From an optimization exercise on the open Yosys and OpenROAD flow, aimed at small area, a short achievable clock period and few clock cycles per item; shortcuts taken in it are not production practice.
Function was checked by simulation only, so behaviour that the tests miss may differ from the original.
No activity file was given, so power comes from the tool's default toggle rates.

### design/flow/config.mk
export PLATFORM = sky130hd
export DESIGN_NAME = signed_int32_divider
export DESIGN_NICKNAME = signed_int32_divider
export VERILOG_FILES = /design/flow/design.v
export SDC_FILE = /design/flow/constraint.sdc
export NUM_CORES = 4
export LEC_CHECK = 0
export ABC_AREA = 1
export CAP_MARGIN = 20
export CORE_MARGIN = 2
export CORE_UTILIZATION = 60
export SETUP_SLACK_MARGIN = 1.8
export SLEW_MARGIN = 20
### design/flow/constraint.sdc
create_clock -name core_clock -period 4.4 [get_ports {i_clk}]
set_input_delay 0.8800 -clock core_clock [delete_from_list [all_inputs] [get_ports {i_clk}]]
set_output_delay 0.8800 -clock core_clock [all_outputs]
set_load 0.01 [all_outputs]
### design/flow/design.v
package sid_pkg;
    localparam int OPERAND_WIDTH = 32;
    localparam int STATUS_W      = 2;
    typedef enum logic [STATUS_W-1:0] {
        ST_OK   = STATUS_W'(0),
        ST_OVF  = STATUS_W'(1),
        ST_DIV0 = STATUS_W'(2)
    } t_status;
    localparam logic [OPERAND_WIDTH-1:0] MIN_VAL  = {1'b1, {(OPERAND_WIDTH-1){1'b0}}};
    localparam logic [OPERAND_WIDTH-1:0] MAX_VAL  = {1'b0, {(OPERAND_WIDTH-1){1'b1}}};
    localparam logic [OPERAND_WIDTH-1:0] ALL_ONES = {OPERAND_WIDTH{1'b1}};
    typedef struct packed {
        logic [OPERAND_WIDTH-1:0] rem;
        logic [OPERAND_WIDTH-1:0] nq;
        logic [OPERAND_WIDTH-1:0] dm;
        logic                     neg;
        t_status                  status;
    } t_stage;
endpackage
module signed_int32_divider (
    input  logic        i_clk,
    input  logic        i_rst_n,
    input  logic        i_req_valid,
    output logic        o_req_ready,
    input  logic [31:0] i_req_numerator,
    input  logic [31:0] i_req_denominator,
    output logic        o_rsp_valid,
    input  logic        i_rsp_ready,
    output logic [31:0] o_rsp_quotient,
    output logic [1:0]  o_rsp_status
);
    logic        r_en;       
    logic        r_ov;       
    logic        r_kv;       
    logic [31:0] r_oq;
    logic [1:0]  r_os;
    logic [31:0] r_kq;
    logic [1:0]  r_ks;
    assign o_req_ready = ~r_kv;
    logic [31:0] s0_n;
    logic [31:0] s0_dm;
    logic        s0_neg;
    logic        s0_v;
    assign s0_n   = i_req_numerator[31] ? (~i_req_numerator + 32'd1) : i_req_numerator;
    assign s0_dm  = i_req_denominator[31] ? (~i_req_denominator + 32'd1) : i_req_denominator;
    assign s0_neg = i_req_numerator[31] ^ i_req_denominator[31];
    assign s0_v   = i_req_valid;
    logic        p0_v;
    logic [31:0] p0_n;
    logic [31:0] p0_dm;
    logic        p0_neg;
    always_ff @(posedge i_clk) begin
        if (!i_rst_n) p0_v <= 1'b0;
        else if (r_en) p0_v <= s0_v;
    end
    always_ff @(posedge i_clk) begin
        if (r_en) begin
            p0_n   <= s0_n;
            p0_dm  <= s0_dm;
            p0_neg <= s0_neg;
        end
    end
    logic [0:0] t0_sh;
    logic [1:0] t0_df;
    logic       t0_ge;
    logic [0:0] t0_r;
    logic [0:0] t0_q;
    assign t0_sh = p0_n[31];
    assign t0_df = {1'b0, t0_sh} - {1'b0, p0_dm[0:0]};
    assign t0_ge = ~t0_df[1] & ~|p0_dm[31:1];
    assign t0_r  = t0_ge ? t0_df[0:0] : t0_sh;
    assign t0_q  = t0_ge;
    logic        p1_v;
    logic [0:0] p1_r;
    logic [0:0] p1_q;
    logic [30:0] p1_n;
    logic [31:0] p1_dm;
    logic        p1_neg;
    always_ff @(posedge i_clk) begin
        if (!i_rst_n) p1_v <= 1'b0;
        else if (r_en) p1_v <= p0_v;
    end
    always_ff @(posedge i_clk) begin
        if (r_en) begin
            p1_r   <= t0_r;
            p1_q   <= t0_q;
            p1_n   <= p0_n[30:0];
            p1_dm  <= p0_dm;
            p1_neg <= p0_neg;
        end
    end
    logic [31:0] p1_nx;
    assign p1_nx = {{1{1'b0}}, p1_n};
    logic [1:0] t1_sh;
    logic [2:0] t1_df;
    logic       t1_ge;
    logic [1:0] t1_r;
    logic [1:0] t1_q;
    assign t1_sh = {p1_r, p1_nx[30]};
    assign t1_df = {1'b0, t1_sh} - {1'b0, p1_dm[1:0]};
    assign t1_ge = ~t1_df[2] & ~|p1_dm[31:2];
    assign t1_r  = t1_ge ? t1_df[1:0] : t1_sh;
    assign t1_q  = {p1_q, t1_ge};
    logic        p2_v;
    logic [1:0] p2_r;
    logic [1:0] p2_q;
    logic [29:0] p2_n;
    logic [31:0] p2_dm;
    logic        p2_neg;
    always_ff @(posedge i_clk) begin
        if (!i_rst_n) p2_v <= 1'b0;
        else if (r_en) p2_v <= p1_v;
    end
    always_ff @(posedge i_clk) begin
        if (r_en) begin
            p2_r   <= t1_r;
            p2_q   <= t1_q;
            p2_n   <= p1_nx[29:0];
            p2_dm  <= p1_dm;
            p2_neg <= p1_neg;
        end
    end
    logic [31:0] p2_nx;
    assign p2_nx = {{2{1'b0}}, p2_n};
    logic [2:0] t2_sh;
    logic [3:0] t2_df;
    logic       t2_ge;
    logic [2:0] t2_r;
    logic [2:0] t2_q;
    assign t2_sh = {p2_r, p2_nx[29]};
    assign t2_df = {1'b0, t2_sh} - {1'b0, p2_dm[2:0]};
    assign t2_ge = ~t2_df[3] & ~|p2_dm[31:3];
    assign t2_r  = t2_ge ? t2_df[2:0] : t2_sh;
    assign t2_q  = {p2_q, t2_ge};
    logic        p3_v;
    logic [2:0] p3_r;
    logic [2:0] p3_q;
    logic [28:0] p3_n;
    logic [31:0] p3_dm;
    logic        p3_neg;
    always_ff @(posedge i_clk) begin
        if (!i_rst_n) p3_v <= 1'b0;
        else if (r_en) p3_v <= p2_v;
    end
    always_ff @(posedge i_clk) begin
        if (r_en) begin
            p3_r   <= t2_r;
            p3_q   <= t2_q;
            p3_n   <= p2_nx[28:0];
            p3_dm  <= p2_dm;
            p3_neg <= p2_neg;
        end
    end
    logic [31:0] p3_nx;
    assign p3_nx = {{3{1'b0}}, p3_n};
    logic [3:0] t3_sh;
    logic [4:0] t3_df;
    logic       t3_ge;
    logic [3:0] t3_r;
    logic [3:0] t3_q;
    assign t3_sh = {p3_r, p3_nx[28]};
    assign t3_df = {1'b0, t3_sh} - {1'b0, p3_dm[3:0]};
    assign t3_ge = ~t3_df[4] & ~|p3_dm[31:4];
    assign t3_r  = t3_ge ? t3_df[3:0] : t3_sh;
    assign t3_q  = {p3_q, t3_ge};
    logic        p4_v;
    logic [3:0] p4_r;
    logic [3:0] p4_q;
    logic [27:0] p4_n;
    logic [31:0] p4_dm;
    logic        p4_neg;
    always_ff @(posedge i_clk) begin
        if (!i_rst_n) p4_v <= 1'b0;
        else if (r_en) p4_v <= p3_v;
    end
    always_ff @(posedge i_clk) begin
        if (r_en) begin
            p4_r   <= t3_r;
            p4_q   <= t3_q;
            p4_n   <= p3_nx[27:0];
            p4_dm  <= p3_dm;
            p4_neg <= p3_neg;
        end
    end
    logic [31:0] p4_nx;
    assign p4_nx = {{4{1'b0}}, p4_n};
    logic [4:0] t4_sh;
    logic [5:0] t4_df;
    logic       t4_ge;
    logic [4:0] t4_r;
    logic [4:0] t4_q;
    assign t4_sh = {p4_r, p4_nx[27]};
    assign t4_df = {1'b0, t4_sh} - {1'b0, p4_dm[4:0]};
    assign t4_ge = ~t4_df[5] & ~|p4_dm[31:5];
    assign t4_r  = t4_ge ? t4_df[4:0] : t4_sh;
    assign t4_q  = {p4_q, t4_ge};
    logic        p5_v;
    logic [4:0] p5_r;
    logic [4:0] p5_q;
    logic [26:0] p5_n;
    logic [31:0] p5_dm;
    logic        p5_neg;
    always_ff @(posedge i_clk) begin
        if (!i_rst_n) p5_v <= 1'b0;
        else if (r_en) p5_v <= p4_v;
    end
    always_ff @(posedge i_clk) begin
        if (r_en) begin
            p5_r   <= t4_r;
            p5_q   <= t4_q;
            p5_n   <= p4_nx[26:0];
            p5_dm  <= p4_dm;
            p5_neg <= p4_neg;
        end
    end
    logic [31:0] p5_nx;
    assign p5_nx = {{5{1'b0}}, p5_n};
    logic [5:0] t5_sh;
    logic [6:0] t5_df;
    logic       t5_ge;
    logic [5:0] t5_r;
    logic [5:0] t5_q;
    assign t5_sh = {p5_r, p5_nx[26]};
    assign t5_df = {1'b0, t5_sh} - {1'b0, p5_dm[5:0]};
    assign t5_ge = ~t5_df[6] & ~|p5_dm[31:6];
    assign t5_r  = t5_ge ? t5_df[5:0] : t5_sh;
    assign t5_q  = {p5_q, t5_ge};
    logic        p6_v;
    logic [5:0] p6_r;
    logic [5:0] p6_q;
    logic [25:0] p6_n;
    logic [31:0] p6_dm;
    logic        p6_neg;
    always_ff @(posedge i_clk) begin
        if (!i_rst_n) p6_v <= 1'b0;
        else if (r_en) p6_v <= p5_v;
    end
    always_ff @(posedge i_clk) begin
        if (r_en) begin
            p6_r   <= t5_r;
            p6_q   <= t5_q;
            p6_n   <= p5_nx[25:0];
            p6_dm  <= p5_dm;
            p6_neg <= p5_neg;
        end
    end
    logic [31:0] p6_nx;
    assign p6_nx = {{6{1'b0}}, p6_n};
    logic [6:0] t6_sh;
    logic [7:0] t6_df;
    logic       t6_ge;
    logic [6:0] t6_r;
    logic [6:0] t6_q;
    assign t6_sh = {p6_r, p6_nx[25]};
    assign t6_df = {1'b0, t6_sh} - {1'b0, p6_dm[6:0]};
    assign t6_ge = ~t6_df[7] & ~|p6_dm[31:7];
    assign t6_r  = t6_ge ? t6_df[6:0] : t6_sh;
    assign t6_q  = {p6_q, t6_ge};
    logic        p7_v;
    logic [6:0] p7_r;
    logic [6:0] p7_q;
    logic [24:0] p7_n;
    logic [31:0] p7_dm;
    logic        p7_neg;
    always_ff @(posedge i_clk) begin
        if (!i_rst_n) p7_v <= 1'b0;
        else if (r_en) p7_v <= p6_v;
    end
    always_ff @(posedge i_clk) begin
        if (r_en) begin
            p7_r   <= t6_r;
            p7_q   <= t6_q;
            p7_n   <= p6_nx[24:0];
            p7_dm  <= p6_dm;
            p7_neg <= p6_neg;
        end
    end
    logic [31:0] p7_nx;
    assign p7_nx = {{7{1'b0}}, p7_n};
    logic [7:0] t7_sh;
    logic [8:0] t7_df;
    logic       t7_ge;
    logic [7:0] t7_r;
    logic [7:0] t7_q;
    assign t7_sh = {p7_r, p7_nx[24]};
    assign t7_df = {1'b0, t7_sh} - {1'b0, p7_dm[7:0]};
    assign t7_ge = ~t7_df[8] & ~|p7_dm[31:8];
    assign t7_r  = t7_ge ? t7_df[7:0] : t7_sh;
    assign t7_q  = {p7_q, t7_ge};
    logic        p8_v;
    logic [7:0] p8_r;
    logic [7:0] p8_q;
    logic [23:0] p8_n;
    logic [31:0] p8_dm;
    logic        p8_neg;
    always_ff @(posedge i_clk) begin
        if (!i_rst_n) p8_v <= 1'b0;
        else if (r_en) p8_v <= p7_v;
    end
    always_ff @(posedge i_clk) begin
        if (r_en) begin
            p8_r   <= t7_r;
            p8_q   <= t7_q;
            p8_n   <= p7_nx[23:0];
            p8_dm  <= p7_dm;
            p8_neg <= p7_neg;
        end
    end
    logic [31:0] p8_nx;
    assign p8_nx = {{8{1'b0}}, p8_n};
    logic [8:0] t8_sh;
    logic [9:0] t8_df;
    logic       t8_ge;
    logic [8:0] t8_r;
    logic [8:0] t8_q;
    assign t8_sh = {p8_r, p8_nx[23]};
    assign t8_df = {1'b0, t8_sh} - {1'b0, p8_dm[8:0]};
    assign t8_ge = ~t8_df[9] & ~|p8_dm[31:9];
    assign t8_r  = t8_ge ? t8_df[8:0] : t8_sh;
    assign t8_q  = {p8_q, t8_ge};
    logic        p9_v;
    logic [8:0] p9_r;
    logic [8:0] p9_q;
    logic [22:0] p9_n;
    logic [31:0] p9_dm;
    logic        p9_neg;
    always_ff @(posedge i_clk) begin
        if (!i_rst_n) p9_v <= 1'b0;
        else if (r_en) p9_v <= p8_v;
    end
    always_ff @(posedge i_clk) begin
        if (r_en) begin
            p9_r   <= t8_r;
            p9_q   <= t8_q;
            p9_n   <= p8_nx[22:0];
            p9_dm  <= p8_dm;
            p9_neg <= p8_neg;
        end
    end
    logic [31:0] p9_nx;
    assign p9_nx = {{9{1'b0}}, p9_n};
    logic [9:0] t9_sh;
    logic [10:0] t9_df;
    logic       t9_ge;
    logic [9:0] t9_r;
    logic [9:0] t9_q;
    assign t9_sh = {p9_r, p9_nx[22]};
    assign t9_df = {1'b0, t9_sh} - {1'b0, p9_dm[9:0]};
    assign t9_ge = ~t9_df[10] & ~|p9_dm[31:10];
    assign t9_r  = t9_ge ? t9_df[9:0] : t9_sh;
    assign t9_q  = {p9_q, t9_ge};
    logic        p10_v;
    logic [9:0] p10_r;
    logic [9:0] p10_q;
    logic [21:0] p10_n;
    logic [31:0] p10_dm;
    logic        p10_neg;
    always_ff @(posedge i_clk) begin
        if (!i_rst_n) p10_v <= 1'b0;
        else if (r_en) p10_v <= p9_v;
    end
    always_ff @(posedge i_clk) begin
        if (r_en) begin
            p10_r   <= t9_r;
            p10_q   <= t9_q;
            p10_n   <= p9_nx[21:0];
            p10_dm  <= p9_dm;
            p10_neg <= p9_neg;
        end
    end
    logic [31:0] p10_nx;
    assign p10_nx = {{10{1'b0}}, p10_n};
    logic [10:0] t10_sh;
    logic [11:0] t10_df;
    logic       t10_ge;
    logic [10:0] t10_r;
    logic [10:0] t10_q;
    assign t10_sh = {p10_r, p10_nx[21]};
    assign t10_df = {1'b0, t10_sh} - {1'b0, p10_dm[10:0]};
    assign t10_ge = ~t10_df[11] & ~|p10_dm[31:11];
    assign t10_r  = t10_ge ? t10_df[10:0] : t10_sh;
    assign t10_q  = {p10_q, t10_ge};
    logic        p11_v;
    logic [10:0] p11_r;
    logic [10:0] p11_q;
    logic [20:0] p11_n;
    logic [31:0] p11_dm;
    logic        p11_neg;
    always_ff @(posedge i_clk) begin
        if (!i_rst_n) p11_v <= 1'b0;
        else if (r_en) p11_v <= p10_v;
    end
    always_ff @(posedge i_clk) begin
        if (r_en) begin
            p11_r   <= t10_r;
            p11_q   <= t10_q;
            p11_n   <= p10_nx[20:0];
            p11_dm  <= p10_dm;
            p11_neg <= p10_neg;
        end
    end
    logic [31:0] p11_nx;
    assign p11_nx = {{11{1'b0}}, p11_n};
    logic [11:0] t11_sh;
    logic [12:0] t11_df;
    logic       t11_ge;
    logic [11:0] t11_r;
    logic [11:0] t11_q;
    assign t11_sh = {p11_r, p11_nx[20]};
    assign t11_df = {1'b0, t11_sh} - {1'b0, p11_dm[11:0]};
    assign t11_ge = ~t11_df[12] & ~|p11_dm[31:12];
    assign t11_r  = t11_ge ? t11_df[11:0] : t11_sh;
    assign t11_q  = {p11_q, t11_ge};
    logic        p12_v;
    logic [11:0] p12_r;
    logic [11:0] p12_q;
    logic [19:0] p12_n;
    logic [31:0] p12_dm;
    logic        p12_neg;
    always_ff @(posedge i_clk) begin
        if (!i_rst_n) p12_v <= 1'b0;
        else if (r_en) p12_v <= p11_v;
    end
    always_ff @(posedge i_clk) begin
        if (r_en) begin
            p12_r   <= t11_r;
            p12_q   <= t11_q;
            p12_n   <= p11_nx[19:0];
            p12_dm  <= p11_dm;
            p12_neg <= p11_neg;
        end
    end
    logic [31:0] p12_nx;
    assign p12_nx = {{12{1'b0}}, p12_n};
    logic [12:0] t12_sh;
    logic [13:0] t12_df;
    logic       t12_ge;
    logic [12:0] t12_r;
    logic [12:0] t12_q;
    assign t12_sh = {p12_r, p12_nx[19]};
    assign t12_df = {1'b0, t12_sh} - {1'b0, p12_dm[12:0]};
    assign t12_ge = ~t12_df[13] & ~|p12_dm[31:13];
    assign t12_r  = t12_ge ? t12_df[12:0] : t12_sh;
    assign t12_q  = {p12_q, t12_ge};
    logic        p13_v;
    logic [12:0] p13_r;
    logic [12:0] p13_q;
    logic [18:0] p13_n;
    logic [31:0] p13_dm;
    logic        p13_neg;
    always_ff @(posedge i_clk) begin
        if (!i_rst_n) p13_v <= 1'b0;
        else if (r_en) p13_v <= p12_v;
    end
    always_ff @(posedge i_clk) begin
        if (r_en) begin
            p13_r   <= t12_r;
            p13_q   <= t12_q;
            p13_n   <= p12_nx[18:0];
            p13_dm  <= p12_dm;
            p13_neg <= p12_neg;
        end
    end
    logic [31:0] p13_nx;
    assign p13_nx = {{13{1'b0}}, p13_n};
    logic [13:0] t13_sh;
    logic [14:0] t13_df;
    logic       t13_ge;
    logic [13:0] t13_r;
    logic [13:0] t13_q;
    assign t13_sh = {p13_r, p13_nx[18]};
    assign t13_df = {1'b0, t13_sh} - {1'b0, p13_dm[13:0]};
    assign t13_ge = ~t13_df[14] & ~|p13_dm[31:14];
    assign t13_r  = t13_ge ? t13_df[13:0] : t13_sh;
    assign t13_q  = {p13_q, t13_ge};
    logic        p14_v;
    logic [13:0] p14_r;
    logic [13:0] p14_q;
    logic [17:0] p14_n;
    logic [31:0] p14_dm;
    logic        p14_neg;
    always_ff @(posedge i_clk) begin
        if (!i_rst_n) p14_v <= 1'b0;
        else if (r_en) p14_v <= p13_v;
    end
    always_ff @(posedge i_clk) begin
        if (r_en) begin
            p14_r   <= t13_r;
            p14_q   <= t13_q;
            p14_n   <= p13_nx[17:0];
            p14_dm  <= p13_dm;
            p14_neg <= p13_neg;
        end
    end
    logic [31:0] p14_nx;
    assign p14_nx = {{14{1'b0}}, p14_n};
    logic [14:0] t14_sh;
    logic [15:0] t14_df;
    logic       t14_ge;
    logic [14:0] t14_r;
    logic [14:0] t14_q;
    assign t14_sh = {p14_r, p14_nx[17]};
    assign t14_df = {1'b0, t14_sh} - {1'b0, p14_dm[14:0]};
    assign t14_ge = ~t14_df[15] & ~|p14_dm[31:15];
    assign t14_r  = t14_ge ? t14_df[14:0] : t14_sh;
    assign t14_q  = {p14_q, t14_ge};
    logic        p15_v;
    logic [14:0] p15_r;
    logic [14:0] p15_q;
    logic [16:0] p15_n;
    logic [31:0] p15_dm;
    logic        p15_neg;
    always_ff @(posedge i_clk) begin
        if (!i_rst_n) p15_v <= 1'b0;
        else if (r_en) p15_v <= p14_v;
    end
    always_ff @(posedge i_clk) begin
        if (r_en) begin
            p15_r   <= t14_r;
            p15_q   <= t14_q;
            p15_n   <= p14_nx[16:0];
            p15_dm  <= p14_dm;
            p15_neg <= p14_neg;
        end
    end
    logic [31:0] p15_nx;
    assign p15_nx = {{15{1'b0}}, p15_n};
    logic [15:0] t15_sh;
    logic [16:0] t15_df;
    logic       t15_ge;
    logic [15:0] t15_r;
    logic [15:0] t15_q;
    assign t15_sh = {p15_r, p15_nx[16]};
    assign t15_df = {1'b0, t15_sh} - {1'b0, p15_dm[15:0]};
    assign t15_ge = ~t15_df[16] & ~|p15_dm[31:16];
    assign t15_r  = t15_ge ? t15_df[15:0] : t15_sh;
    assign t15_q  = {p15_q, t15_ge};
    logic        p16_v;
    logic [15:0] p16_r;
    logic [15:0] p16_q;
    logic [15:0] p16_n;
    logic [31:0] p16_dm;
    logic        p16_neg;
    always_ff @(posedge i_clk) begin
        if (!i_rst_n) p16_v <= 1'b0;
        else if (r_en) p16_v <= p15_v;
    end
    always_ff @(posedge i_clk) begin
        if (r_en) begin
            p16_r   <= t15_r;
            p16_q   <= t15_q;
            p16_n   <= p15_nx[15:0];
            p16_dm  <= p15_dm;
            p16_neg <= p15_neg;
        end
    end
    logic [31:0] p16_nx;
    assign p16_nx = {{16{1'b0}}, p16_n};
    logic [16:0] t16_sh;
    logic [17:0] t16_df;
    logic       t16_ge;
    logic [16:0] t16_r;
    logic [16:0] t16_q;
    assign t16_sh = {p16_r, p16_nx[15]};
    assign t16_df = {1'b0, t16_sh} - {1'b0, p16_dm[16:0]};
    assign t16_ge = ~t16_df[17] & ~|p16_dm[31:17];
    assign t16_r  = t16_ge ? t16_df[16:0] : t16_sh;
    assign t16_q  = {p16_q, t16_ge};
    logic        p17_v;
    logic [16:0] p17_r;
    logic [16:0] p17_q;
    logic [14:0] p17_n;
    logic [31:0] p17_dm;
    logic        p17_neg;
    always_ff @(posedge i_clk) begin
        if (!i_rst_n) p17_v <= 1'b0;
        else if (r_en) p17_v <= p16_v;
    end
    always_ff @(posedge i_clk) begin
        if (r_en) begin
            p17_r   <= t16_r;
            p17_q   <= t16_q;
            p17_n   <= p16_nx[14:0];
            p17_dm  <= p16_dm;
            p17_neg <= p16_neg;
        end
    end
    logic [31:0] p17_nx;
    assign p17_nx = {{17{1'b0}}, p17_n};
    logic [17:0] t17_sh;
    logic [18:0] t17_df;
    logic       t17_ge;
    logic [17:0] t17_r;
    logic [17:0] t17_q;
    assign t17_sh = {p17_r, p17_nx[14]};
    assign t17_df = {1'b0, t17_sh} - {1'b0, p17_dm[17:0]};
    assign t17_ge = ~t17_df[18] & ~|p17_dm[31:18];
    assign t17_r  = t17_ge ? t17_df[17:0] : t17_sh;
    assign t17_q  = {p17_q, t17_ge};
    logic        p18_v;
    logic [17:0] p18_r;
    logic [17:0] p18_q;
    logic [13:0] p18_n;
    logic [31:0] p18_dm;
    logic        p18_neg;
    always_ff @(posedge i_clk) begin
        if (!i_rst_n) p18_v <= 1'b0;
        else if (r_en) p18_v <= p17_v;
    end
    always_ff @(posedge i_clk) begin
        if (r_en) begin
            p18_r   <= t17_r;
            p18_q   <= t17_q;
            p18_n   <= p17_nx[13:0];
            p18_dm  <= p17_dm;
            p18_neg <= p17_neg;
        end
    end
    logic [31:0] p18_nx;
    assign p18_nx = {{18{1'b0}}, p18_n};
    logic [18:0] t18_sh;
    logic [19:0] t18_df;
    logic       t18_ge;
    logic [18:0] t18_r;
    logic [18:0] t18_q;
    assign t18_sh = {p18_r, p18_nx[13]};
    assign t18_df = {1'b0, t18_sh} - {1'b0, p18_dm[18:0]};
    assign t18_ge = ~t18_df[19] & ~|p18_dm[31:19];
    assign t18_r  = t18_ge ? t18_df[18:0] : t18_sh;
    assign t18_q  = {p18_q, t18_ge};
    logic        p19_v;
    logic [18:0] p19_r;
    logic [18:0] p19_q;
    logic [12:0] p19_n;
    logic [31:0] p19_dm;
    logic        p19_neg;
    always_ff @(posedge i_clk) begin
        if (!i_rst_n) p19_v <= 1'b0;
        else if (r_en) p19_v <= p18_v;
    end
    always_ff @(posedge i_clk) begin
        if (r_en) begin
            p19_r   <= t18_r;
            p19_q   <= t18_q;
            p19_n   <= p18_nx[12:0];
            p19_dm  <= p18_dm;
            p19_neg <= p18_neg;
        end
    end
    logic [31:0] p19_nx;
    assign p19_nx = {{19{1'b0}}, p19_n};
    logic [19:0] t19_sh;
    logic [20:0] t19_df;
    logic       t19_ge;
    logic [19:0] t19_r;
    logic [19:0] t19_q;
    assign t19_sh = {p19_r, p19_nx[12]};
    assign t19_df = {1'b0, t19_sh} - {1'b0, p19_dm[19:0]};
    assign t19_ge = ~t19_df[20] & ~|p19_dm[31:20];
    assign t19_r  = t19_ge ? t19_df[19:0] : t19_sh;
    assign t19_q  = {p19_q, t19_ge};
    logic        p20_v;
    logic [19:0] p20_r;
    logic [19:0] p20_q;
    logic [11:0] p20_n;
    logic [31:0] p20_dm;
    logic        p20_neg;
    always_ff @(posedge i_clk) begin
        if (!i_rst_n) p20_v <= 1'b0;
        else if (r_en) p20_v <= p19_v;
    end
    always_ff @(posedge i_clk) begin
        if (r_en) begin
            p20_r   <= t19_r;
            p20_q   <= t19_q;
            p20_n   <= p19_nx[11:0];
            p20_dm  <= p19_dm;
            p20_neg <= p19_neg;
        end
    end
    logic [31:0] p20_nx;
    assign p20_nx = {{20{1'b0}}, p20_n};
    logic [20:0] t20_sh;
    logic [21:0] t20_df;
    logic       t20_ge;
    logic [20:0] t20_r;
    logic [20:0] t20_q;
    assign t20_sh = {p20_r, p20_nx[11]};
    assign t20_df = {1'b0, t20_sh} - {1'b0, p20_dm[20:0]};
    assign t20_ge = ~t20_df[21] & ~|p20_dm[31:21];
    assign t20_r  = t20_ge ? t20_df[20:0] : t20_sh;
    assign t20_q  = {p20_q, t20_ge};
    logic        p21_v;
    logic [20:0] p21_r;
    logic [20:0] p21_q;
    logic [10:0] p21_n;
    logic [31:0] p21_dm;
    logic        p21_neg;
    always_ff @(posedge i_clk) begin
        if (!i_rst_n) p21_v <= 1'b0;
        else if (r_en) p21_v <= p20_v;
    end
    always_ff @(posedge i_clk) begin
        if (r_en) begin
            p21_r   <= t20_r;
            p21_q   <= t20_q;
            p21_n   <= p20_nx[10:0];
            p21_dm  <= p20_dm;
            p21_neg <= p20_neg;
        end
    end
    logic [31:0] p21_nx;
    assign p21_nx = {{21{1'b0}}, p21_n};
    logic [21:0] t21_sh;
    logic [22:0] t21_df;
    logic       t21_ge;
    logic [21:0] t21_r;
    logic [21:0] t21_q;
    assign t21_sh = {p21_r, p21_nx[10]};
    assign t21_df = {1'b0, t21_sh} - {1'b0, p21_dm[21:0]};
    assign t21_ge = ~t21_df[22] & ~|p21_dm[31:22];
    assign t21_r  = t21_ge ? t21_df[21:0] : t21_sh;
    assign t21_q  = {p21_q, t21_ge};
    logic        p22_v;
    logic [21:0] p22_r;
    logic [21:0] p22_q;
    logic [9:0] p22_n;
    logic [31:0] p22_dm;
    logic        p22_neg;
    always_ff @(posedge i_clk) begin
        if (!i_rst_n) p22_v <= 1'b0;
        else if (r_en) p22_v <= p21_v;
    end
    always_ff @(posedge i_clk) begin
        if (r_en) begin
            p22_r   <= t21_r;
            p22_q   <= t21_q;
            p22_n   <= p21_nx[9:0];
            p22_dm  <= p21_dm;
            p22_neg <= p21_neg;
        end
    end
    logic [31:0] p22_nx;
    assign p22_nx = {{22{1'b0}}, p22_n};
    logic [22:0] t22_sh;
    logic [23:0] t22_df;
    logic       t22_ge;
    logic [22:0] t22_r;
    logic [22:0] t22_q;
    assign t22_sh = {p22_r, p22_nx[9]};
    assign t22_df = {1'b0, t22_sh} - {1'b0, p22_dm[22:0]};
    assign t22_ge = ~t22_df[23] & ~|p22_dm[31:23];
    assign t22_r  = t22_ge ? t22_df[22:0] : t22_sh;
    assign t22_q  = {p22_q, t22_ge};
    logic        p23_v;
    logic [22:0] p23_r;
    logic [22:0] p23_q;
    logic [8:0] p23_n;
    logic [31:0] p23_dm;
    logic        p23_neg;
    always_ff @(posedge i_clk) begin
        if (!i_rst_n) p23_v <= 1'b0;
        else if (r_en) p23_v <= p22_v;
    end
    always_ff @(posedge i_clk) begin
        if (r_en) begin
            p23_r   <= t22_r;
            p23_q   <= t22_q;
            p23_n   <= p22_nx[8:0];
            p23_dm  <= p22_dm;
            p23_neg <= p22_neg;
        end
    end
    logic [31:0] p23_nx;
    assign p23_nx = {{23{1'b0}}, p23_n};
    logic [23:0] t23_sh;
    logic [24:0] t23_df;
    logic       t23_ge;
    logic [23:0] t23_r;
    logic [23:0] t23_q;
    assign t23_sh = {p23_r, p23_nx[8]};
    assign t23_df = {1'b0, t23_sh} - {1'b0, p23_dm[23:0]};
    assign t23_ge = ~t23_df[24] & ~|p23_dm[31:24];
    assign t23_r  = t23_ge ? t23_df[23:0] : t23_sh;
    assign t23_q  = {p23_q, t23_ge};
    logic        p24_v;
    logic [23:0] p24_r;
    logic [23:0] p24_q;
    logic [7:0] p24_n;
    logic [31:0] p24_dm;
    logic        p24_neg;
    always_ff @(posedge i_clk) begin
        if (!i_rst_n) p24_v <= 1'b0;
        else if (r_en) p24_v <= p23_v;
    end
    always_ff @(posedge i_clk) begin
        if (r_en) begin
            p24_r   <= t23_r;
            p24_q   <= t23_q;
            p24_n   <= p23_nx[7:0];
            p24_dm  <= p23_dm;
            p24_neg <= p23_neg;
        end
    end
    logic [31:0] p24_nx;
    assign p24_nx = {{24{1'b0}}, p24_n};
    logic [24:0] t24_sh;
    logic [25:0] t24_df;
    logic       t24_ge;
    logic [24:0] t24_r;
    logic [24:0] t24_q;
    assign t24_sh = {p24_r, p24_nx[7]};
    assign t24_df = {1'b0, t24_sh} - {1'b0, p24_dm[24:0]};
    assign t24_ge = ~t24_df[25] & ~|p24_dm[31:25];
    assign t24_r  = t24_ge ? t24_df[24:0] : t24_sh;
    assign t24_q  = {p24_q, t24_ge};
    logic        p25_v;
    logic [24:0] p25_r;
    logic [24:0] p25_q;
    logic [6:0] p25_n;
    logic [31:0] p25_dm;
    logic        p25_neg;
    always_ff @(posedge i_clk) begin
        if (!i_rst_n) p25_v <= 1'b0;
        else if (r_en) p25_v <= p24_v;
    end
    always_ff @(posedge i_clk) begin
        if (r_en) begin
            p25_r   <= t24_r;
            p25_q   <= t24_q;
            p25_n   <= p24_nx[6:0];
            p25_dm  <= p24_dm;
            p25_neg <= p24_neg;
        end
    end
    logic [31:0] p25_nx;
    assign p25_nx = {{25{1'b0}}, p25_n};
    logic [25:0] t25_sh;
    logic [26:0] t25_df;
    logic       t25_ge;
    logic [25:0] t25_r;
    logic [25:0] t25_q;
    assign t25_sh = {p25_r, p25_nx[6]};
    assign t25_df = {1'b0, t25_sh} - {1'b0, p25_dm[25:0]};
    assign t25_ge = ~t25_df[26] & ~|p25_dm[31:26];
    assign t25_r  = t25_ge ? t25_df[25:0] : t25_sh;
    assign t25_q  = {p25_q, t25_ge};
    logic        p26_v;
    logic [25:0] p26_r;
    logic [25:0] p26_q;
    logic [5:0] p26_n;
    logic [31:0] p26_dm;
    logic        p26_neg;
    always_ff @(posedge i_clk) begin
        if (!i_rst_n) p26_v <= 1'b0;
        else if (r_en) p26_v <= p25_v;
    end
    always_ff @(posedge i_clk) begin
        if (r_en) begin
            p26_r   <= t25_r;
            p26_q   <= t25_q;
            p26_n   <= p25_nx[5:0];
            p26_dm  <= p25_dm;
            p26_neg <= p25_neg;
        end
    end
    logic [31:0] p26_nx;
    assign p26_nx = {{26{1'b0}}, p26_n};
    logic [26:0] t26_sh;
    logic [27:0] t26_df;
    logic       t26_ge;
    logic [26:0] t26_r;
    logic [26:0] t26_q;
    assign t26_sh = {p26_r, p26_nx[5]};
    assign t26_df = {1'b0, t26_sh} - {1'b0, p26_dm[26:0]};
    assign t26_ge = ~t26_df[27] & ~|p26_dm[31:27];
    assign t26_r  = t26_ge ? t26_df[26:0] : t26_sh;
    assign t26_q  = {p26_q, t26_ge};
    logic        p27_v;
    logic [26:0] p27_r;
    logic [26:0] p27_q;
    logic [4:0] p27_n;
    logic [31:0] p27_dm;
    logic        p27_neg;
    always_ff @(posedge i_clk) begin
        if (!i_rst_n) p27_v <= 1'b0;
        else if (r_en) p27_v <= p26_v;
    end
    always_ff @(posedge i_clk) begin
        if (r_en) begin
            p27_r   <= t26_r;
            p27_q   <= t26_q;
            p27_n   <= p26_nx[4:0];
            p27_dm  <= p26_dm;
            p27_neg <= p26_neg;
        end
    end
    logic [31:0] p27_nx;
    assign p27_nx = {{27{1'b0}}, p27_n};
    logic [27:0] t27_sh;
    logic [28:0] t27_df;
    logic       t27_ge;
    logic [27:0] t27_r;
    logic [27:0] t27_q;
    assign t27_sh = {p27_r, p27_nx[4]};
    assign t27_df = {1'b0, t27_sh} - {1'b0, p27_dm[27:0]};
    assign t27_ge = ~t27_df[28] & ~|p27_dm[31:28];
    assign t27_r  = t27_ge ? t27_df[27:0] : t27_sh;
    assign t27_q  = {p27_q, t27_ge};
    logic        p28_v;
    logic [27:0] p28_r;
    logic [27:0] p28_q;
    logic [3:0] p28_n;
    logic [31:0] p28_dm;
    logic        p28_neg;
    always_ff @(posedge i_clk) begin
        if (!i_rst_n) p28_v <= 1'b0;
        else if (r_en) p28_v <= p27_v;
    end
    always_ff @(posedge i_clk) begin
        if (r_en) begin
            p28_r   <= t27_r;
            p28_q   <= t27_q;
            p28_n   <= p27_nx[3:0];
            p28_dm  <= p27_dm;
            p28_neg <= p27_neg;
        end
    end
    logic [31:0] p28_nx;
    assign p28_nx = {{28{1'b0}}, p28_n};
    logic [28:0] t28_sh;
    logic [29:0] t28_df;
    logic       t28_ge;
    logic [28:0] t28_r;
    logic [28:0] t28_q;
    assign t28_sh = {p28_r, p28_nx[3]};
    assign t28_df = {1'b0, t28_sh} - {1'b0, p28_dm[28:0]};
    assign t28_ge = ~t28_df[29] & ~|p28_dm[31:29];
    assign t28_r  = t28_ge ? t28_df[28:0] : t28_sh;
    assign t28_q  = {p28_q, t28_ge};
    logic        p29_v;
    logic [28:0] p29_r;
    logic [28:0] p29_q;
    logic [2:0] p29_n;
    logic [31:0] p29_dm;
    logic        p29_neg;
    always_ff @(posedge i_clk) begin
        if (!i_rst_n) p29_v <= 1'b0;
        else if (r_en) p29_v <= p28_v;
    end
    always_ff @(posedge i_clk) begin
        if (r_en) begin
            p29_r   <= t28_r;
            p29_q   <= t28_q;
            p29_n   <= p28_nx[2:0];
            p29_dm  <= p28_dm;
            p29_neg <= p28_neg;
        end
    end
    logic [31:0] p29_nx;
    assign p29_nx = {{29{1'b0}}, p29_n};
    logic [29:0] t29_sh;
    logic [30:0] t29_df;
    logic       t29_ge;
    logic [29:0] t29_r;
    logic [29:0] t29_q;
    assign t29_sh = {p29_r, p29_nx[2]};
    assign t29_df = {1'b0, t29_sh} - {1'b0, p29_dm[29:0]};
    assign t29_ge = ~t29_df[30] & ~|p29_dm[31:30];
    assign t29_r  = t29_ge ? t29_df[29:0] : t29_sh;
    assign t29_q  = {p29_q, t29_ge};
    logic        p30_v;
    logic [29:0] p30_r;
    logic [29:0] p30_q;
    logic [1:0] p30_n;
    logic [31:0] p30_dm;
    logic        p30_neg;
    always_ff @(posedge i_clk) begin
        if (!i_rst_n) p30_v <= 1'b0;
        else if (r_en) p30_v <= p29_v;
    end
    always_ff @(posedge i_clk) begin
        if (r_en) begin
            p30_r   <= t29_r;
            p30_q   <= t29_q;
            p30_n   <= p29_nx[1:0];
            p30_dm  <= p29_dm;
            p30_neg <= p29_neg;
        end
    end
    logic [31:0] p30_nx;
    assign p30_nx = {{30{1'b0}}, p30_n};
    logic [30:0] t30_sh;
    logic [31:0] t30_df;
    logic       t30_ge;
    logic [30:0] t30_r;
    logic [30:0] t30_q;
    assign t30_sh = {p30_r, p30_nx[1]};
    assign t30_df = {1'b0, t30_sh} - {1'b0, p30_dm[30:0]};
    assign t30_ge = ~t30_df[31] & ~|p30_dm[31:31];
    assign t30_r  = t30_ge ? t30_df[30:0] : t30_sh;
    assign t30_q  = {p30_q, t30_ge};
    logic        p31_v;
    logic [30:0] p31_r;
    logic [30:0] p31_q;
    logic [0:0] p31_n;
    logic [31:0] p31_dm;
    logic        p31_neg;
    always_ff @(posedge i_clk) begin
        if (!i_rst_n) p31_v <= 1'b0;
        else if (r_en) p31_v <= p30_v;
    end
    always_ff @(posedge i_clk) begin
        if (r_en) begin
            p31_r   <= t30_r;
            p31_q   <= t30_q;
            p31_n   <= p30_nx[0:0];
            p31_dm  <= p30_dm;
            p31_neg <= p30_neg;
        end
    end
    logic [31:0] p31_nx;
    assign p31_nx = {{31{1'b0}}, p31_n};
    logic [31:0] t31_sh;
    logic [32:0] t31_df;
    logic       t31_ge;
    logic [31:0] t31_r;
    logic [31:0] t31_q;
    assign t31_sh = {p31_r, p31_nx[0]};
    assign t31_df = {1'b0, t31_sh} - {1'b0, p31_dm[31:0]};
    assign t31_ge = ~t31_df[32];
    assign t31_r  = t31_ge ? t31_df[31:0] : t31_sh;
    assign t31_q  = {p31_q, t31_ge};
    logic        p32_v;
    logic [31:0] p32_q;
    logic        p32_neg;
    logic        p32_dz;
    always_ff @(posedge i_clk) begin
        if (!i_rst_n) p32_v <= 1'b0;
        else if (r_en) p32_v <= p31_v;
    end
    always_ff @(posedge i_clk) begin
        if (r_en) begin
            p32_q   <= t31_q;
            p32_neg <= p31_neg;
            p32_dz  <= ~|p31_dm;
        end
    end
    logic [31:0] f_q;
    logic [31:0] f_mag;
    logic [31:0] f_low;      
    logic        f_div0;
    logic        f_ovf;
    logic [31:0] f_quot;
    logic [1:0]  f_st;
    logic        f_v;
    assign f_mag  = p32_q;
    assign f_div0 = p32_dz;
    assign f_ovf  = ~p32_neg & f_mag[31];
    assign f_low[0] = 1'b0;
    for (genvar i = 1; i < 32; i++) begin : g_low
        assign f_low[i] = |f_mag[i-1:0];
    end
    assign f_q    = p32_neg ? (f_mag ^ f_low) : f_mag;
    assign f_quot = f_div0 ? 32'd0 : (f_ovf ? 32'h7FFF_FFFF : f_q);
    assign f_st   = f_div0 ? 2'd2 : (f_ovf ? 2'd1 : 2'd0);
    assign f_v    = p32_v;
    logic w_push;
    logic w_oen;
    assign w_push = r_en & f_v;
    assign w_oen  = ~r_ov | i_rsp_ready;
    always_ff @(posedge i_clk) begin
        if (!i_rst_n) begin
            r_ov <= 1'b0;
            r_kv <= 1'b0;
            r_en <= 1'b1;
        end else begin
            if (w_oen) r_ov <= r_kv | w_push;
            r_kv <= (r_kv | w_push) & ~w_oen;
            r_en <= ~((r_kv | w_push) & ~w_oen);
        end
    end
    always_ff @(posedge i_clk) begin
        if (w_oen) begin
            r_oq <= r_en ? f_quot : r_kq;
            r_os <= r_en ? f_st : r_ks;
        end
        if (r_en) begin
            r_kq <= f_quot;
            r_ks <= f_st;
        end
    end
    assign o_rsp_valid    = r_ov;
    assign o_rsp_quotient = r_oq;
    assign o_rsp_status   = r_os;
endmodule
### design/flow/run.sh
#!/bin/bash
# synth_recipe.tcl (not shown) runs the flow's synth.tcl, then flattens the netlist and writes it again
# the make line also repeats each setting of config.mk as NAME=value (left out here)
make -C /OpenROAD-flow-scripts/flow DESIGN_CONFIG=/design/flow/config.mk WORK_HOME=/design/flow/orfs CLKGATE_MAP_FILE= SYNTH_SCRIPT=/design/flow/synth_recipe.tcl finish
==> results.yml <==
outcome:
  status: "no timing/DRC/antenna violations"
global_route:
  track_usage_pct: 31.4
  antenna_found_initial: 10
  grt_pass1_wl_mm: 497
  overflow: 0
  grt_max_degree: 179
  grt_pass1_vias: 84800
setup_path:
  cp.arrival_ns: 3.30
  path_max_fanout: 7
  crit_cells: 11
  rr_worst_depth: 11
  path_cells: "ha_4 -> fa_2 -> o21bai_4 -> nand3_2 -> nand2_4 -> nand2_4 -> nand2_4 -> nand2_8 -> clkbuf_16 -> nand2_1 -> nand2_1"
  crit_path_start: "p27_dm[0]$_DFFE_PP_"
  reg2reg_slack_ns: 1.77
  r2r-start: "p27_dm[0]$_DFFE_PP_"
  cp_num_buf_inv: 1
  timing.rr.end: "p28_r[24]$_DFFE_PP_"
  crit_family: "simple AND/OR/NAND/NOR gates"
  endpoint: "p28_r[24]$_DFFE_PP_"
  end_kind: "flop"
  crit_slowest_cell: "edfxtp_1"
  cpMostUsedCell: "nand2_4"
  cp.required_ns: 5.07
  critical_path_class: "flop to flop"
  start_kind: "flop"
  critPathMaxStageDelay_ns: 0.49
sta:
  hold_viol_final: 0
  skew_ns: 0.103
  setup_tns_ns: 0
  rsz0062_at_grt: "yes"
  slew_violations: 0
  finalSetupViolCount: 0
  slew_headroom_pct: 20.4
  fmax_mhz: 381
  fin_crit_ns: 2.63
  fin_crit_sh_pct: 59.7
  tightest_slew_ns: 1.18
die:
  die_h_um: 459
  ios: 104
  rows: 166
  start_util_pct: 60.5
  die_w_um: 459
  core_um2: 205000
  dieArea_um2: 211000
logic_synthesis:
  synth_cell_types: 60
  synth_top_flop_cell: "edfxtp_1"
  syn_avg_cell_area_um2: 10.8
  syn_nets: 12100
  seq_area_frac_synth_pct: 65.1
  netlist_instances: 11500
  synth-async-reset-ratio_pct: 0
  ys_ff_latch: 2714
  synth_warnings: 1
  synth_area_um2: 124000
  synth-edff-count: 2644
route:
  first_pass_iters: 9
  viasPerCell: 5.70
  ant_nets: 0
  vias: 84300
  totalWireLength_mm: 338
  wl_per_cell_um: 22.9
  drt_iter0_markers: 8090
  drc: 0
placement:
  port_buffers: 103
  dp.cells: 14200
  place_congestion: 0.963
  dpl.hpwl_mm: 235
job:
  drv_cap: 0
final_layout:
  drive_above_1_share_pct: 7.56
  utilization_pct: 68.2
  area_growth_pct: 12.7
  stdcell_count: 14800
  layout.nets: 12500
clock_tree:
  cts_hold_buffers: 0
  clock_path_buffers: 4
  cts_tree: "yes"
  clock_latency_ns: 0.97
  cts_buffers: 289
  cts.sinks: 2714
  clkTransAtPathRegs_ns: 0.07
  cts_root_buffer: "clkbuf_16"
  htree_levels: 5
pwr:
  power.internal_w: 0.0501
  seq_power_share_pct: 46.1
  combPwrFrac_pct: 20.3
  p_sw_share_pct: 29.9
  power_frac_clock_pct: 33.6
  ir_drop_v: 0.000459
  switching_power_w: 0.0214
  p_leak_nw: 63.8
  power_per_cell_area_nw_per_um2: 511
worst_hold_path:
  hold_path_class: "flop to flop"
metal layers:
metal	wire (um)	up-vias	global-route usage, %
li1	-	39300	-
met1	116000	40200	33.9
met2	177000	3779	57.7
met3	21300	1079	5.04
met4	24100	8	18.7
met5	61	-	0
layout by cell type (no fill, tap or decap), drive strengths merged, types with 2 or more instances in the layout:
cell type | synthesis | routed
a211oi | 2 | 2
a21boi | 4 | 4
a21o | 29 | 29
a21oi | 407 | 407
a22o | 5 | 5
a31oi | 9 | 9
and2 | 28 | 28
and3 | 10 | 10
buf | 77 | 128
bufinv | 0 | 29
clkbuf | 32 | 349
clkdlybuf4s50 | 0 | 67
clkinv | 2 | 106
clkinvlp | 0 | 10
dfxtp | 70 | 70
diode | 0 | 6
dlygate4sd2 | 0 | 36
edfxtp | 2644 | 2644
fa | 30 | 30
ha | 533 | 533
inv | 1701 | 1709
nand2 | 3462 | 3476
nand3 | 530 | 530
nand3b | 25 | 25
nand4 | 120 | 120
nor2 | 732 | 733
nor3 | 78 | 78
nor3b | 2 | 2
nor4 | 90 | 90
o211ai | 5 | 5
o21a | 13 | 13
o21ai | 447 | 447
o21bai | 52 | 52
o31ai | 4 | 4
or2 | 19 | 19
xnor2 | 164 | 164
xor2 | 144 | 144
layout make-up:
class                           count  area [um^2]
Timing Repair inverter              2         17.5
Fill cell                       14400        65300
Timing Repair Buffer              237         2530
Multi-Input combinational cell   6964        37700
Clock inverter                    149         1490
Tap cell                         2688         3360
Sequential cell                  2714        80800
Clock buffer                      343         7550
Inverter                         1703         6470
Antenna cell                        6         15.0
worst min-delay path by stage:
stage,from,end,cells after the start
4_1_cts,p25_q[2]$_DFFE_PP_,p26_q[3]$_DFFE_PP_,0
5_1_grt,p25_q[6]$_DFFE_PP_,p26_q[7]$_DFFE_PP_,0
3_5_place_dp,p9_n[15]$_DFFE_PP_,p10_n[15]$_DFFE_PP_,0
3_3_place_gp,p29_q[28]$_DFFE_PP_,p30_q[29]$_DFFE_PP_,0
6_report,p13_n[1]$_DFFE_PP_,p14_n[1]$_DFFE_PP_,0
2_1_floorplan,p9_n[0]$_DFFE_PP_,p10_n[0]$_DFFE_PP_,0
cells in the mapped netlist (42+ instances only):
| cell | instances | area share (%) |
|---|---|---|
| nand2_1 | 3424 | 10 |
| edfxtp_1 | 2644 | 64 |
| inv_1 | 1684 | 5.1 |
| nor2_1 | 721 | 2.2 |
| ha_1 | 533 | 5.4 |
| nand3_1 | 529 | 2.1 |
| a21oi_1 | 405 | 1.6 |
| o21ai_0 | 305 | 1.2 |
| xnor2_1 | 164 | 1.2 |
| xor2_1 | 144 | 1.0 |
| nand4_1 | 120 | 0.60 |
| o21ai_1 | 94 | 0.38 |
| nor4_1 | 90 | 0.45 |
| nor3_1 | 74 | 0.30 |
| dfxtp_1 | 70 | 1.1 |
| o21bai_1 | 50 | 0.30 |
| o21ai_2 | 48 | 0.34 |
| buf_2 | 42 | 0.17 |
logic make-up after synthesis:
family,Yosys count,share of synthesized area [%]
simple gates,5098,16.8
flops,2714,65.1
buf+inv,1812,5.68
compound gates,980,4.38
fa+ha+maj,563,5.86
xor+xnor,308,2.17
power groups by stage:
stage	clock network (W)	logic [W]	registers (W)
2_1_floorplan	0	0.00958	0.0325
3_3_place_gp	0	0.0132	0.0333
3_5_place_dp	0	0.0135	0.0334
4_1_cts	0.0243	0.0140	0.0329
5_1_grt	0.0252	0.0160	0.0331
6_report	0.0240	0.0145	0.0330
what timing repair did:
item                                    CTS  global route
gates cloned                             10            16
gates resized for setup                 186           200
pin swaps                                10            21
buffers inserted                         22            35
endpoints found under the hold margin     0             0
endpoints found under the setup margin  522           986
stage by stage:
step / setup WS (ns) / cell area (um^2) / total power (W) / hold WS [ns]
5_1_grt: 1.73 / 140000 / 0.0744 / 0.386
2_1_floorplan: -14.50 / 124000 / 0.0421 / 0.400
4_1_cts: 1.78 / 139000 / 0.0713 / 0.374
3_3_place_gp: 1.31 / 129000 / 0.0465 / 0.400
6_report: 1.77 / 140000 / 0.0715 / 0.387
3_5_place_dp: 1.25 / 129000 / 0.0469 / 0.405
Testbench counts, summed over its fixed seeds: cycles 9,872, items 9,600.

## static timing again, ports no longer ideal
How much do the figures lean on ideal ports? The routed layout below was timed once more, with nothing changed but the port constraints.
Step 1 assumes that a clkbuf_16 drives the clock port and a buf_2 every other input.
Step 2 moves the port delays by t, midway between the first and last clock arrival at a register: inputs arrive t later, outputs are due t later. That takes back most of the time a late clock gives input paths.
Slacks: ideal / step 1 / step 2; pairs: ideal / step 1.
t, ns: 1.027
setup slack, ns: 1.774 / 1.774 / 1.029
worst hold slack (ns): 0.387 / 0.387 / 0.387
worst slew at a driven data input, ns: 0.05
After both steps setup and hold are still met in this run. For this run, drivers alone change the setup slack by 0.000 ns; drivers and shift together by -0.745 ns.
